What follows belongs to an exercise in optimizing a design on an open flow for small area, a short achievable clock period and few clock cycles per item; a production flow would make more cautious choices.
At most, simulation tests tie the RTL to the original design; equivalence was not proved.
The RTL of run 1 was laid out without a check of its function.
Power is estimated from default activity; no workload was simulated.

==> design.v <==
package pheapPkg;
    typedef struct packed {
        logic [16-1:0] key;     
        logic [16-1:0] value;
    } kvT;
    typedef enum logic [1:0] {
        IDLE,
        ENQ,
        DEQ,
        REPLACE
    } heapOpT;
    typedef struct packed {
        kvT                       kv;
        logic                     active;     
        logic [5-1:0] capacity;   
    } entryT;
    typedef struct packed {
        entryT left;
        entryT right;
    } entryPairT;
    typedef struct packed {
        logic                     valid;
        heapOpT                   op;
        kvT                       kv;
        logic [5-1:0] pos;    
    } levelCmdT;
    localparam int STAT_CNTW = 27;
    typedef struct packed {
        logic [STAT_CNTW-1:0] count;
        logic                 underflow;
        logic                 overflow;
        logic                 busy;
        logic                 full;
        logic                 empty;      
    } pqStatusT;
endpackage
`timescale 1ns/100ps
module pheapTop
(
    input  logic        clk,
    input  logic        rstN,
    input  logic        cyc,
    input  logic        stb,
    input  logic        we,
    input  logic [2:0]  adr,
    input  logic [31:0] datW,
    output logic        ack,
    output logic [31:0] datR
);
    localparam int N  = (1 << 5) - 1;    
    localparam int KW = 16;
    localparam int W  = 16 + 16;
    logic [N-1:0][W-1:0] ent;       
    logic [N-1:0]        vld;       
    logic                overflow;
    logic                underflow;
    logic       acc;
    logic       empty;
    logic       full;
    logic       doPush;
    logic       doPop;
    logic       doRep;
    logic       statusRd;
    logic [N:0] gt;                 
    assign acc      = cyc && stb;
    assign ack      = acc;
    assign empty    = !vld[0];
    assign full     = vld[N-1];
    assign doPush   = acc && we && (adr == 3'd0) && !full;
    assign doPop    = acc && we && (adr == 3'd1) && !empty;
    assign doRep    = acc && we && (adr == 3'd2);
    assign statusRd = acc && !we && (adr == 3'd4);
    function automatic logic keyGt(input logic [KW-1:0] a, input logic [KW-1:0] b);
        logic [KW-1:0] g;
        logic [KW-1:0] l;
        g = a & ~b;
        l = ~a & b;
        for (int w = 1; w < KW; w = w * 2) begin
            for (int j = 0; j + w < KW; j += 2 * w) begin
                g[j] = g[j + w] | (~l[j + w] & g[j]);
                l[j] = l[j + w] | (~g[j + w] & l[j]);
            end
        end
        keyGt = g[0];
    endfunction
    for (genvar i = 0; i < N; i++) begin : genCmp
        assign gt[i] = !vld[i] || keyGt(ent[i][W-1 -: KW], datW[W-1 -: KW]);
    end
    assign gt[N] = 1'b1;
    for (genvar i = 0; i < N; i++) begin : genSlot
        logic [W-1:0] fromL;
        logic [W-1:0] fromR;
        logic         gtL;
        logic         gtHere;
        logic         takeL;
        logic         takeR;
        logic         takeN;
        if (i == 0) begin : genFirst
            assign fromL  = datW;
            assign gtL    = 1'b0;
            assign gtHere = 1'b0;               
        end else begin : genNext
            assign fromL  = ent[i-1];
            assign gtL    = gt[i-1];
            assign gtHere = gt[i];
        end
        if (i == N - 1) begin : genLast
            assign fromR = ent[i];
        end else begin : genPrev
            assign fromR = ent[i+1];
        end
        assign takeL = doPush && gt[i] && gtL;
        assign takeN = (doPush && gt[i] && !gtL) || (doRep && gt[i+1] && !gtHere);
        assign takeR = doPop || (doRep && !gt[i+1]);
        always_ff @(posedge clk) begin
            ent[i] <= ({W{takeN}} & datW) |
                      ({W{takeL}} & fromL) |
                      ({W{takeR}} & fromR) |
                      ({W{!(takeN || takeL || takeR)}} & ent[i]);
        end
    end
    always_ff @(posedge clk) begin
        if (!rstN) begin
            vld       <= '0;
            overflow  <= 1'b0;
            underflow <= 1'b0;
        end else begin
            if (doPush) begin
                vld <= {vld[N-2:0], 1'b1};
            end else if (doPop) begin
                vld <= {1'b0, vld[N-1:1]};
            end else if (doRep) begin
                vld[0] <= 1'b1;                    
            end
            overflow  <= (overflow && !statusRd) ||
                         (acc && we && (adr == 3'd0) && full);
            underflow <= (underflow && !statusRd) ||
                         (acc && we && (adr == 3'd1) && empty);
        end
    end
    logic [5-1:0] count;
    always_comb begin
        for (int b = 0; b < 5; b++) begin
            count[b] = 1'b0;
            for (int k = 1; k * (1 << b) - 1 < N; k += 2) begin
                if ((k + 1) * (1 << b) - 1 < N) begin
                    count[b] = count[b] | (vld[k * (1 << b) - 1] & !vld[(k + 1) * (1 << b) - 1]);
                end else begin
                    count[b] = count[b] | vld[k * (1 << b) - 1];
                end
            end
        end
    end
    pheapPkg::pqStatusT status;
    always_comb begin
        status           = '0;
        status.count     = pheapPkg::STAT_CNTW'(count);
        status.underflow = underflow;
        status.overflow  = overflow;
        status.full      = full;
        status.empty     = empty;
    end
    always_comb begin
        case (adr)
            3'd3:   datR = ent[0];
            3'd4: datR = status;
            default:         datR = '0;
        endcase
    end
endmodule
==> run.sh <==
#!/bin/bash
# synth_recipe.tcl (not shown) runs the flow's synth.tcl, then flattens the netlist and writes it again
# the make line also repeats each setting of config.mk as NAME=value (left out here)
make -C /OpenROAD-flow-scripts/flow DESIGN_CONFIG=/design/flow/config.mk WORK_HOME=/design/flow/orfs CLKGATE_MAP_FILE= SYNTH_SCRIPT=/design/flow/synth_recipe.tcl finish
==> config.mk <==
export PLATFORM = sky130hd
export DESIGN_NAME = pheapTop
export DESIGN_NICKNAME = pheapTop
export VERILOG_FILES = /design/flow/design.v
export SDC_FILE = /design/flow/constraint.sdc
export NUM_CORES = 4
export LEC_CHECK = 0
export CAP_MARGIN = 20
export CORE_MARGIN = 2
export CORE_UTILIZATION = 60
export PLACE_DENSITY = 0.7
export SETUP_SLACK_MARGIN = 4.4
export SLEW_MARGIN = 20
==> constraint.sdc <==
create_clock -name core_clock -period 8.0 [get_ports {clk}]
set_input_delay 1.6000 -clock core_clock [delete_from_list [all_inputs] [get_ports {clk}]]
set_output_delay 1.6000 -clock core_clock [all_outputs]
set_load 0.01 [all_outputs]
==> impl_metrics.env, run 1 <==
export IMPL_run_status="aborted with a tool error"
export IMPL_stop_stage="5_1_grt"
export IMPL_toolErrorMsg="[ERROR GRT-0116] Global routing finished with congestion. Check the congestion regions in the DRC Viewer."
export IMPL_clock_sinks=1025
export IMPL_placementRows=114
export IMPL_grt_use_total=0.850
export IMPL_ios=73
export IMPL_synth_avg_cell_area_um2=8.65
export IMPL_root_buffer="clkbuf_16"
export IMPL_syn_inst=6769
export IMPL_grt_pass1_wl_um=622000
export IMPL_synth_area_um2=58500
export IMPL_synth_edf_count=0
export IMPL_overflow=280
export IMPL_grt_pass1_vias=80000
export IMPL_syn_nets=6809
export IMPL_synth_top_area_share=0.351
export IMPL_numCtsBuffers=110
export IMPL_ys_types=93
export IMPL_synthArstFlopShare=0
export IMPL_synthMostInstantiatedCell="dfxtp_1"
export IMPL_gp_congestion=1.08
export IMPL_dieWidth_um=316
export IMPL_postCtsHoldBufs=0
export IMPL_yosysWarningCount=1
export IMPL_start_util=0.605
export IMPL_port_buffers=72
export IMPL_ys_seq_elements=1025
export IMPL_hpwl_um=203000
export IMPL_grt_max_degree=82
export IMPL_die_h_um=316
export IMPL_synth_main_ff_cell="dfxtp_1"
export IMPL_yosys_top_cells_area="dfxtp_1 35%, a221o_1 12%, a222oi_1 4.7%, a22o_1 4.4%, maj3_1 4.2%"
export IMPL_htreeDepth=3
export IMPL_synth_cells_most_frequent="1025 x dfxtp_1, 726 x a221o_1, 592 x nand2_1, 470 x clkbuf_1, 431 x inv_1"
export IMPL_ys_seq_area_frac=0.351
export IMPL_clockBufferDepth=3
export IMPL_yosys_area_top_type="dfxtp_1"
## power groups by stage
stage | Clock, mW | Sequential [mW] | Combinational (mW)
detailed placement | 0 | 7.47 | 2.60
CTS | 5.33 | 7.39 | 3.16
floorplan | 0 | 6.86 | 2.11
global placement | 0 | 7.46 | 2.51
## per-layer routing
metal	GRT overflow	track usage
met3	20	0.753
met5	5	0.567
met1	6	0.865
met2	114	0.953
met4	135	0.814
## cells by family after synthesis
logic type	Yosys count	synth area share
fa+ha+maj	269	0.0465
flops	1025	0.351
buf+inv	1183	0.0827
compound gates	2600	0.376
mux	59	0.0101
simple gates	1633	0.134
## per-stage QoR
stage                     instance area, um^2  std cells  utilization  setup slack [ns]
after floorplan                         62000       6769            -              3.69
after global placement                  61500       7605        0.636              1.94
after detailed placement                61600       7609        0.637              1.93
after CTS                               81300       8664        0.841              3.87
## repair_timing
item	4_1_cts
setup endpoints to repair	1044
gates resized for setup	1458
setup buffers	599
pin swaps	586
gates cloned	255
## worst max-delay path by stage
stage	endpoint	depth (start not counted)
after CTS	datR[28]	8
after detailed placement	datR[14]	4
after global placement	ent[107]	10
after floorplan	ent[657]	14
==> inputs of run 2 (changes only) <==
--- a/design.v
+++ b/design.v
@@ -70,21 +70,8 @@
     assign doPop    = acc && we && (adr == 3'd1) && !empty;
     assign doRep    = acc && we && (adr == 3'd2);
     assign statusRd = acc && !we && (adr == 3'd4);
-    function automatic logic keyGt(input logic [KW-1:0] a, input logic [KW-1:0] b);
-        logic [KW-1:0] g;
-        logic [KW-1:0] l;
-        g = a & ~b;
-        l = ~a & b;
-        for (int w = 1; w < KW; w = w * 2) begin
-            for (int j = 0; j + w < KW; j += 2 * w) begin
-                g[j] = g[j + w] | (~l[j + w] & g[j]);
-                l[j] = l[j + w] | (~g[j + w] & l[j]);
-            end
-        end
-        keyGt = g[0];
-    endfunction
     for (genvar i = 0; i < N; i++) begin : genCmp
-        assign gt[i] = !vld[i] || keyGt(ent[i][W-1 -: KW], datW[W-1 -: KW]);
+        assign gt[i] = !vld[i] || (ent[i][W-1 -: KW] > datW[W-1 -: KW]);
     end
     assign gt[N] = 1'b1;
     for (genvar i = 0; i < N; i++) begin : genSlot
@@ -113,10 +100,13 @@
         assign takeN = (doPush && gt[i] && !gtL) || (doRep && gt[i+1] && !gtHere);
         assign takeR = doPop || (doRep && !gt[i+1]);
         always_ff @(posedge clk) begin
-            ent[i] <= ({W{takeN}} & datW) |
-                      ({W{takeL}} & fromL) |
-                      ({W{takeR}} & fromR) |
-                      ({W{!(takeN || takeL || takeR)}} & ent[i]);
+            if (takeN) begin
+                ent[i] <= datW;
+            end else if (takeL) begin
+                ent[i] <= fromL;
+            end else if (takeR) begin
+                ent[i] <= fromR;
+            end
         end
     end
     always_ff @(posedge clk) begin
@@ -140,15 +130,9 @@
     end
     logic [5-1:0] count;
     always_comb begin
-        for (int b = 0; b < 5; b++) begin
-            count[b] = 1'b0;
-            for (int k = 1; k * (1 << b) - 1 < N; k += 2) begin
-                if ((k + 1) * (1 << b) - 1 < N) begin
-                    count[b] = count[b] | (vld[k * (1 << b) - 1] & !vld[(k + 1) * (1 << b) - 1]);
-                end else begin
-                    count[b] = count[b] | vld[k * (1 << b) - 1];
-                end
-            end
+        count = '0;
+        for (int i = 0; i < N; i++) begin
+            count = count + 5'(vld[i]);
         end
     end
     pheapPkg::pqStatusT status;
--- a/config.mk
+++ b/config.mk
@@ -7,7 +7,6 @@
 export LEC_CHECK = 0
 export CAP_MARGIN = 20
 export CORE_MARGIN = 2
-export CORE_UTILIZATION = 60
-export PLACE_DENSITY = 0.7
-export SETUP_SLACK_MARGIN = 4.4
+export CORE_UTILIZATION = 45
+export PLACE_DENSITY = 0.65
 export SLEW_MARGIN = 20
==> impl_metrics.env, run 2 <==
export IMPL_synth_cells_most_frequent="992 x edfxtp_1, 899 x mux2i_1, 698 x nand2_1, 635 x o21ai_0, 503 x ha_1"
export IMPL_nets=6482
export IMPL_drt_pass1_iter_count=5
export IMPL_finalPower_mw=12.0
export IMPL_postCtsHoldBufs=0
export IMPL_ios=73
export IMPL_clockBufferDepth=3
export IMPL_fillCellCount=12500
export IMPL_finalInstanceArea_um2=71300
export IMPL_largest_register="ent"
export IMPL_numCtsBuffers=117
export IMPL_p_per_area_nw_per_um2=169
export IMPL_tightest_slew_ns=1.10
export IMPL_cp_max_fo=4
export IMPL_die_h_um=383
export IMPL_root_buffer="clkbuf_16"
export IMPL_ys_types=83
export IMPL_clock_sinks=1025
export IMPL_end_kind="output pin"
export IMPL_syn_inst=5975
export IMPL_fmax_mhz=127
export IMPL_drc=0
export IMPL_synthMostInstantiatedCell="edfxtp_1"
export IMPL_ys_seq_elements=1025
export IMPL_place_area_um2=67400
export IMPL_dieArea_um2=146000
export IMPL_yosysWarningCount=1
export IMPL_gp_congestion=0.991
export IMPL_period_share=0.981
export IMPL_core_um2=142000
export IMPL_multi_input_area_um2=32300
export IMPL_grt_pass1_vias=46400
export IMPL_post_drt_wl_per_cell_um=25.5
export IMPL_hold_path_class="flip-flop to flip-flop"
export IMPL_grt_max_degree=66
export IMPL_muxShareOfSynthArea=0.164
export IMPL_slew_violations=0
export IMPL_fin_tns_setup_ns=0
export IMPL_layout_drive_gt1_share=0.0991
export IMPL_htreeDepth=3
export IMPL_grt_use_total=0.269
export IMPL_start_util=0.455
export IMPL_reg2reg_depth=9
export IMPL_required_ns=6.40
export IMPL_wirelength_um=202000
export IMPL_placementRows=138
export IMPL_reg_top3="ent (992), vld (31)"
export IMPL_start_kind="flip-flop"
export IMPL_fin_skew_ns=0.0431
export IMPL_overflow=0
export IMPL_yosys_area_top_type="edfxtp_1"
export IMPL_critPathLaunch="vld[1]"
export IMPL_area_growth_syn_to_layout_pct=10.4
export IMPL_min_period_ns=7.85
export IMPL_ys_seq_area_frac=0.472
export IMPL_hp_start="vld[11]"
export IMPL_hpwl_um=144000
export IMPL_cp_arrival_ns=6.25
export IMPL_synth_simple_gate_area_frac=0.0968
export IMPL_setup_ws_ns=0.153
export IMPL_timing_rr_start="ent[383]"
export IMPL_synth_area_um2=64500
export IMPL_cap_violations=0
export IMPL_setup_viol=0
export IMPL_num_vias=48500
export IMPL_synth_compound_area_frac=0.127
export IMPL_run_status="finished clean"
export IMPL_hold_viol_final=0
export IMPL_rsz0062_at_grt="true"
export IMPL_port_buffers=72
export IMPL_r2r_end="ent[395]"
export IMPL_dpl_worst_slack_ns=0.601
export IMPL_synth_top_family_by_area="multiplexers"
export IMPL_max_vdd_ir_drop_mv=0.200
export IMPL_crit_type="flip-flop to output pin"
export IMPL_synth_xor_area_frac=0.000407
export IMPL_syn_nets=6541
export IMPL_yosys_top_cells_area="edfxtp_1 46%, mux2i_1 14%, ha_1 9.8%, o21ai_0 4.9%, nand2_1 4.1%"
export IMPL_synth_avg_cell_area_um2=10.8
export IMPL_via_per_inst=6.13
export IMPL_dieWidth_um=383
export IMPL_post_cts_buffers=0
export IMPL_insertion_delay_ns=0.78
export IMPL_grt_antenna_before_repair=5
export IMPL_final_cell_mix="992 x edfxtp_1, 893 x mux2i_1, 696 x nand2_1, 633 x o21ai_0, 503 x ha_1"
export IMPL_synthAdderAreaFrac=0.105
export IMPL_reg2reg_slack_ns=3.75
export IMPL_grt_pass1_wl_um=300000
export IMPL_final_common_cell="edfxtp_1"
export IMPL_hold_slack_ns=0.489
export IMPL_p_leak_nw=29.2
export IMPL_synth_main_ff_cell="edfxtp_1"
export IMPL_max_slew_margin=0.268
export IMPL_final_antenna_net_count=0
export IMPL_endpoint="datR[9]"
export IMPL_synthArstFlopShare=0
export IMPL_drtIter0Drc=5561
export IMPL_largest_reg_flops=992
export IMPL_seq_area_um2=30500
export IMPL_cts_tree="yes"
export IMPL_synth_top_area_share=0.462
export IMPL_synth_edf_count=992
export IMPL_cts_clk_slew_worst_paths_ns=0.06
==> run 2: area by class of cell <==
| type | count | share of cell area |
|---|---|---|
| Antenna cell | 4 | 0.000140 |
| Clock buffer | 139 | 0.0422 |
| Clock inverter | 79 | 0.0116 |
| Inverter | 109 | 0.00574 |
| Multi-Input combinational cell | 4430 | 0.453 |
| Sequential cell | 1025 | 0.427 |
| Tap cell | 1890 | 0.0332 |
| Timing Repair Buffer | 233 | 0.0264 |
==> run 2: report_power, final <==
part           leakage (nW)  internal, mW  switching, mW
registers              9.21          5.85         0.0302
logic                  18.1         0.227          0.470
clock network          1.85          3.08           2.38
total                  29.2          9.16           2.88
==> run 2: metal layers <==
layer  routed length (um)  vias up  GRT usage
met5                   34        -          0
met4                 7080        4     0.0986
met3                18300      414     0.0463
met2                92700     2188      0.429
met1                83800    23600      0.367
li1                     -    22300          -
==> run 2: logic make-up (layout without fill, tap and decap cells) <==
kind of cell	Yosys count	after routing
AND/OR/NAND/NOR	1417	1417
adder cells (fa/ha/maj)	526	526
XOR/XNOR	3	3
multiplexers	1035	1035
AO/OA/AOI/OAI	1449	1449
other	0	4
flip-flops	1025	1025
buffers and inverters	520	560
==> run 2: repair_timing <==
| action | 4_1_cts | 5_1_grt |
|---|---|---|
| endpoints found under the setup margin | 4 | 2 |
| gates resized for setup | 8 | 6 |
| pin swaps | 4 | 3 |
==> run 2: worst min-delay path by stage <==
stage	to	cells past startpoint
after floorplan	overflow	2
after global placement	vld[11]	2
after detailed placement	vld[11]	2
after CTS	vld[23]	2
after global routing	vld[23]	2
final	vld[11]	2
==> run 2: metrics by stage <==
step,util,instances
floorplan,-,5975
global placement,0.475,7686
detailed placement,0.475,7687
CTS,0.502,7905
global route,0.502,7905
finish,0.502,7909
==> run 2: critical path, cell delays in order, from the launching register on <==
cell	delay [ns]
dfxtp_1	0.35
inv_1	0.12
fa_2	0.60
fa_1	0.46
fa_1	0.48
fa_1	0.59
fa_1	0.47
fa_1	0.46
fa_2	0.36
fa_2	0.36
inv_1	0.06
a21o_1	0.10
a21oi_1	0.07
xor2_1	0.16
o21ai_0	0.16
buf_4	0.15
clkdlybuf4s50_1	0.53
Testbench counts of run 2, summed over its fixed seeds: cycles 12,000, items 12,000.

what the ideal ports hide:
How much do the figures lean on ideal ports? The routed layout below was timed once more, with nothing changed but the port constraints. Step 1: set_driving_cell puts a clkbuf_16 on clk and a buf_2 on each other input, an assumption about the parent block. Step 2 adds t to the input delays and takes it off the output delays; t is the mean of the earliest and latest rising clock arrival at the registers after step 1. Input paths then give back, and output paths get back, about the clock's delay inside the block. Three values: ideal, step 1, step 2; two values: the first two.
run: run 2
shift t [ns]: 0.831
setup WS [ns]: 0.153 / 0.079 / 0.910
clock arrival spread, ns: 0.047 / 0.048
After both steps run 2 still meets setup and hold. The setup slack of run 2 moves by -0.074 ns with the drivers and by +0.757 ns with both steps.
